What follows belongs to an exercise in optimizing a design on an open flow for small area, a short achievable clock period and few clock cycles per item; a production flow would make more cautious choices.
Power is estimated from default activity; no workload was simulated.

## quartz
// byte_stream_find_replace
module byte_stream_find_replace #(
  parameter int MAX_PATTERN     = 16,
  parameter int MAX_REPLACEMENT = 16
) (
  input  wire logic        clk,
  input  wire logic        rst_n,
  input  wire logic        cfg_we,
  input  wire logic [2:0]  cfg_index,
  input  wire logic [63:0] cfg_wdata,
  input  wire logic        in_tvalid,
  output logic             in_tready,
  input  wire logic [7:0]  in_tdata,
  input  wire logic        in_tlast,
  output logic             out_tvalid,
  input  wire logic        out_tready,
  output logic [7:0]       out_tdata,
  output logic             out_tuser,
  output logic             out_tlast
);
Size: ~2700 cells after synthesis, about 510 flip-flops, roughly 93 I/O pins.
clock: 6.5 ns
lec_check: 0
abc_area: 1
cap_margin: 20
core_margin: 2
core_utilization: 60
setup_slack_margin: 3.6
slew_margin: 20
run.sh (not shown) runs the stock make flow with config.mk's settings and CLKGATE_MAP_FILE= SYNTH_SCRIPT=/design/flow/synth_recipe.tcl, a recipe that flattens the netlist after the stock synthesis.
Here is what was changed in the inputs of pepper compared with quartz.
Settings: removing ABC_AREA (formerly 1); changing SETUP_SLACK_MARGIN from 3.6 to 3.8.
Notes after the runs:
From quartz to pepper the numbers moved as follows: minimum clock period after layout has decreased; multi-input gate area in the final layout has increased; post-synthesis cell area has remained practically unchanged; maximum cell stage delay along the critical path has decreased.
Combinational share of power was lower in the run labelled quartz.
pepper packs its core more loosely than quartz.
No run of this note included a check of the RTL's function; only the layout flow was run.

* * *

## juniper
Starting RTL as in the previous note.
// byte_stream_find_replace
module byte_stream_find_replace #(
  parameter int MAX_PATTERN     = 16,
  parameter int MAX_REPLACEMENT = 16
) (
  input  wire logic        clk,
  input  wire logic        rst_n,
  input  wire logic        cfg_we,
  input  wire logic [2:0]  cfg_index,
  input  wire logic [63:0] cfg_wdata,
  input  wire logic        in_tvalid,
  output logic             in_tready,
  input  wire logic [7:0]  in_tdata,
  input  wire logic        in_tlast,
  output logic             out_tvalid,
  input  wire logic        out_tready,
  output logic [7:0]       out_tdata,
  output logic             out_tuser,
  output logic             out_tlast
);
Settings: LEC_CHECK=0, CAP_MARGIN=20, CORE_MARGIN=2, CORE_UTILIZATION=60, SETUP_SLACK_MARGIN=4.5, SLEW_MARGIN=20; clock period 6.5 ns.
Having completed the whole flow, juniper delivered a layout that passed the timing, DRC and antenna checks.
The inputs of indigo differ from those of juniper as listed below.
Settings: swapping 4.5 for 3.6 in SETUP_SLACK_MARGIN.
Notes after the runs:
Delta (indigo minus juniper): layout cell share with drive strength beyond 1 decreased 32 points, worst-case vdd ir drop went down, number of clock buffer instances in the layout fell 11, number of vias in the routed layout lost 4535, sum of met2 wire segment lengths after detailed routing down about 28%. Comparing indigo against juniper, there is no change at all in number of well taps. indigo -> juniper: synthesized-area fraction occupied by xor and xnor cells delta 0, exact match. | routed length on met1 | indigo vs juniper | about 17% lower |. On global-route wire length before repair: indigo sits below juniper. Number of sequential cells: indigo vs juniper — no meaningful difference.
Here is what was changed in the inputs of willow compared with indigo.
Settings: changing SETUP_SLACK_MARGIN from 3.6 to 4.5; setting ABC_CLOCK_PERIOD_IN_PS to 2500 for the first time.
Findings:
- The flow did not stop early for indigo: all stages ran, and the layout cleared the timing, DRC and antenna checks.
- willow was carried through to the last stage, and its layout satisfied the timing, DRC and antenna checks.
- In willow, power is higher than in indigo.
- The worst slew margin relative to its limit reported for willow is smaller than that of indigo by 14 points.
- sky130_fd_sc_hd__a221oi_2 as the slowest stage cell on the critical path was reported by willow, and sky130_fd_sc_hd__clkdlybuf4s18_2 by indigo.
- Looking at worst hold slack across willow and indigo, the one that comes out higher is willow.
- Summary — post-route clock period utilization, willow relative to indigo: higher, by 2.6 points.
What violet does differently from willow at the input level:
Settings: swapping 4.5 for 4.0 in SETUP_SLACK_MARGIN; clearing ABC_CLOCK_PERIOD_IN_PS, which used to be 2500.
==> run notes <==
Power density relative to cell area up 34 nW/um^2 in violet wrt willow. Final worst-path setup slack: violet better than willow. From willow to violet the numbers moved as follows: core utilization fell by 16 points, cell area fell by 5800 sq um. violet reports its leading cell type in the layout, fill and taps excluded as sky130_fd_sc_hd__nand2_1 while willow reports sky130_fd_sc_hd__dfxtp_1.
No functional check of the RTL was part of any run of this note.

-- afterwards: timing with drivers on the ports --
How much do the figures lean on ideal ports? The routed layouts below were timed once more, with nothing changed but the port constraints.
Step 1, drivers: a clkbuf_16 drives clk and a buf_2 each remaining input, both assumed.
Step 2 moves the port delays by t, midway between the first and last clock arrival at a register: inputs arrive t later, outputs are due t later. That takes back most of the time a late clock gives input paths.
Slacks: ideal / step 1 / step 2; pairs: ideal / step 1.
| run | shift t [ns] | setup slack, ns | worst slew at a driven data input, ns |
|---|---|---|---|
| quartz | 0.663 | 3.653 / 3.601 / 3.024 | 0.06 |
| pepper | 0.650 | 3.826 / 3.795 / 3.258 | 0.05 |
| juniper | 0.711 | 3.471 / 3.471 / 3.198 | 0.08 |
| indigo | 0.650 | 3.642 / 3.618 / 3.016 | 0.04 |
| willow | 0.711 | 3.471 / 3.471 / 3.198 | 0.08 |
| violet | 0.654 | 3.896 / 3.863 / 3.379 | 0.06 |
After both steps setup and hold are still met in every run listed. The setup slack of quartz, which loses most, moves by -0.052 ns with the drivers and by -0.629 ns with both steps.
